Context: an optimization exercise on an open-source flow, tuned for small area and a short achievable clock period. The choices shown serve that exercise and are no tape-out recipe. RTL that was checked went through simulation tests only; none was proved equivalent to the original. Power is estimated from default activity; no workload was simulated.

==> run a <==
==> flow/design.v (excerpt) <==
module alu_top (
    input  logic                      clk,
    input  logic                      reset,
    input  logic                      ce,
    input  logic                      execute,
    input  logic [4:0]                operation,
    input  logic [16-1:0]    ta,
    input  logic [16-1:0]    tb,
    input  logic                      wide,
    input  logic [5:0]                flags_in,
    output logic [32-1:0]    result,
    output logic [5:0]                flags,
    output logic                      done
);
make LEC_CHECK=0 CAP_MARGIN=20 CORE_MARGIN=2 CORE_UTILIZATION=40 SETUP_SLACK_MARGIN=2.5 SLEW_MARGIN=20 finish   # period 11.0 ns
run.sh (not shown) runs the stock make flow with config.mk's settings and CLKGATE_MAP_FILE= SYNTH_SCRIPT=/design/flow/synth_recipe.tcl, a recipe that flattens the netlist after the stock synthesis.
==> inputs of run b, as changes to run a <==
--- a/flow/config.mk
+++ b/flow/config.mk
@@ -10,3 +10,2 @@
 export CORE_UTILIZATION = 40
-export SETUP_SLACK_MARGIN = 2.5
 export SLEW_MARGIN = 20
==> comparison <==
Against run a, the fmax of run b is lower by 9.0%.
Cell area: run a is higher than run b (18%).
Synthesized area is the same in run a and run b.
Between run b and run a, the lower register-to-register slack is in run a (gap 40 ps).
Clock skew is the same in run b and run a.
==> figures <==
| metric | run a | run b |
|---|---|---|
| Result of the run | no timing/DRC/antenna violations | no timing/DRC/antenna violations |
| GRT Overall Usage | 36.6% | 34.9% |
| Max-slew headroom | 19.9% | 33.7% |
| Cell with the largest stage delay on the worst path | sky130_fd_sc_hd__fa_1 | sky130_fd_sc_hd__nor3_1 |
| Fraction of power spent switching nets | 49.9% | 51.1% |
| Instance count after placement with tap cells included | 2838 | 2869 |
| Multi-input gate count | 1805 | 1804 |
| Combined area of the multi-input logic cells | 0.0158 mm2 | 0.0138 mm2 |
| Maximum number of pins on one net before global-route repair | 59 | 50 |
| Fin crit share | 88.2% | 97.0% |
| Number of DRC markers after the initial detailed-route iteration | 2203 | 2562 |


==> 09-21: inputs <==
Another version of the RTL of alu_top (not shown whole).
Settings: LEC_CHECK=0, ABC_AREA=1, CAP_MARGIN=20, CORE_MARGIN=2, CORE_UTILIZATION=40, SETUP_SLACK_MARGIN=1.0, SLEW_MARGIN=20; clock period 11.0 ns.
standard.sh (not shown) runs the stock make flow with config.mk's settings and CLKGATE_MAP_FILE= SYNTH_SCRIPT=/design/flow/synth_recipe.tcl, a recipe that flattens the netlist after the stock synthesis.
==> flow/flow/run.sh <==
#!/bin/bash
# The standard layout (standard.sh) with two changes:
# - synthesis runs Yosys's synth with -noabc (SYNTH_ARGS), so the full adders
#   are extracted from the design's own gates rather than from ABC's first
#   mapping, which leaves them in mixed polarity with inverters in between;
#   the registers, their names and cells are those of the standard synthesis
# - buffer_ports makes the port buffers from buf_2 cells instead of the slow
#   delay-buffer cell it picks by itself
# The make output goes to make_finish.log here; ORFS keeps each step's log
# under orfs/logs/.
set -euo pipefail
bash standard.sh "SYNTH_ARGS=-noabc" \
    "BUFFER_PORTS_ARGS=-buffer_cell sky130_fd_sc_hd__buf_2" finish > make_finish.log 2>&1
==> 07-11 (differences from 09-21) <==
--- a/flow/design.v
+++ b/flow/design.v
@@ -1612,20 +1612,15 @@
         if (is_mul)
             next_result = wide ? prod : {16'd0, prod[15:0]};
         else if (wide)
             next_result = {16'd0, r16};
         else
             next_result = {24'd0, r16[7:0]};
     end
-    logic pp_lo, pp_hi;
-    assign pp_lo = ~^prod[7:0];
-    assign pp_hi = ~^prod[23:16];
-    assign pp = !(is_arith | op[4])        ? ~^lres[7:0]
-              : (is_shl & cnt[4])          ? 1'b1
-              : ((is_shr | is_shra) & cnt_nz) ? pp_hi : pp_lo;
+    assign pp = ~^r16[7:0];
     assign ps = wide ? r16[15] : r16[7];
     assign pz = wide ? (r16 == 16'd0) : (r16[7:0] == 8'd0);
     always_comb begin
         next_flags = flags_in;
         if (is_arith) begin
             if (!incdec) next_flags[CY] = ar_cy;
             next_flags[AC] = ar_ac;
==> 04-08 (differences from 09-21) <==
--- a/flow/design.v
+++ b/flow/design.v
@@ -1612,20 +1612,15 @@
         if (is_mul)
             next_result = wide ? prod : {16'd0, prod[15:0]};
         else if (wide)
             next_result = {16'd0, r16};
         else
             next_result = {24'd0, r16[7:0]};
     end
-    logic pp_lo, pp_hi;
-    assign pp_lo = ~^prod[7:0];
-    assign pp_hi = ~^prod[23:16];
-    assign pp = !(is_arith | op[4])        ? ~^lres[7:0]
-              : (is_shl & cnt[4])          ? 1'b1
-              : ((is_shr | is_shra) & cnt_nz) ? pp_hi : pp_lo;
+    assign pp = ~^r16[7:0];
     assign ps = wide ? r16[15] : r16[7];
     assign pz = wide ? (r16 == 16'd0) : (r16[7:0] == 8'd0);
     always_comb begin
         next_flags = flags_in;
         if (is_arith) begin
             if (!incdec) next_flags[CY] = ar_cy;
             next_flags[AC] = ar_ac;
SETUP_SLACK_MARGIN = 2.0   (was 1.0)
==> reports/metrics.cfg <==
[finish]
clkCellAreaFrac_pct = 0.917
num-clock-buffers = 6

[run_status]
outcome = finished clean

[placement]
place_inst = 2350
dp_hpwl_um = 47100

[global_routing]
use_met2_pct = 56.3
grt.busiest_layer = met2

[power_and_ir_drop]
pg_seq_mw = 0.153
power_density_mw_per_mm2 = 100
power_mw = 1.57
intPower_mw = 0.691

[critical_path]
r2r_start = flags[5]

[sta]
slew_headroom_pct = 20.9

[detailed_routing]
wl_met2_um = 26600
dr_wl_met3_um = 6570

[logic_synthesis]
synthAdderAreaFrac_pct = 26.3
syn_nets = 2130

[clock_network]
clk_pin_slew_ns = 0.05

[min_path]
worstHoldStart = result[26]

Source of the figures above: 04-08

==> reports/metrics.cfg <==
[detailed_routing]
dr_wl_met3_um = 7940
wl_met2_um = 24100

[placement]
place_inst = 2516
dp_hpwl_um = 47800

[global_routing]
grt.busiest_layer = met1

[critical_path]
r2r_start = flags[2]

[run_status]
outcome = finished clean

[sta]
slew_headroom_pct = 42.8

[finish]
clkCellAreaFrac_pct = 0.991

[logic_synthesis]
synthAdderAreaFrac_pct = 24.6

Source of the figures above: 09-21

==> reports/metrics.cfg <==
[detailed_routing]
wl_met2_um = 25400
dr_wl_met3_um = 5480

[power_and_ir_drop]
power_mw = 1.45
pg_seq_mw = 0.154
intPower_mw = 0.647

[logic_synthesis]
syn_nets = 2130
synthAdderAreaFrac_pct = 26.3

[global_routing]
grt.busiest_layer = met2

[sta]
slew_headroom_pct = 34.7

[finish]
clkCellAreaFrac_pct = 1.22
buf_share_pct = 7.63
num-clock-buffers = 6

[run_status]
outcome = finished clean

[placement]
dp_hpwl_um = 46300

[critical_path]
r2r_start = flags[5]

Source of the figures above: 07-11

No functional check of the RTL was part of 09-21.

==> separate check: timing with driven ports <==
No port has a modelled driver above. Below, the same layouts with a new extraction and two added sets of constraints.
Step 1 (the two cells are an assumption about what drives the block):
set clk [get_ports {clk}]
set_driving_cell -lib_cell sky130_fd_sc_hd__clkbuf_16 $clk
set_driving_cell -lib_cell sky130_fd_sc_hd__buf_2 [delete_from_list [all_inputs] $clk]
Step 2 times the ports against the registers' clock, not the clock port: input delays grow and output delays shrink by t, the midpoint of the rising clock arrivals with the driver on.
a / b / c = ideal ports / drivers / drivers and shift; a / b = the first two.
| run | t (ns) | setup slack, ns | clock arrival spread, ns | worst register clock-pin slew, ns |
|---|---|---|---|---|
| run a | 0.314 | 1.298 / 1.273 / 0.959 | 0.008 / 0.008 | 0.06 / 0.06 |
| run b | 0.305 | 0.335 / 0.340 / 0.034 | 0.004 / 0.005 | 0.06 / 0.06 |
| 09-21 | 0.312 | 1.299 / 1.311 / 0.999 | 0.007 / 0.007 | 0.06 / 0.06 |
| 07-11 | 0.318 | 1.425 / 1.436 / 1.118 | 0.005 / 0.005 | 0.06 / 0.06 |
| 04-08 | 0.308 | 2.117 / 2.120 / 1.812 | 0.002 / 0.002 | 0.06 / 0.06 |
After both steps setup and hold are still met in every run listed. For run a, which loses most, drivers alone change the setup slack by -0.025 ns; drivers and shift together by -0.339 ns.
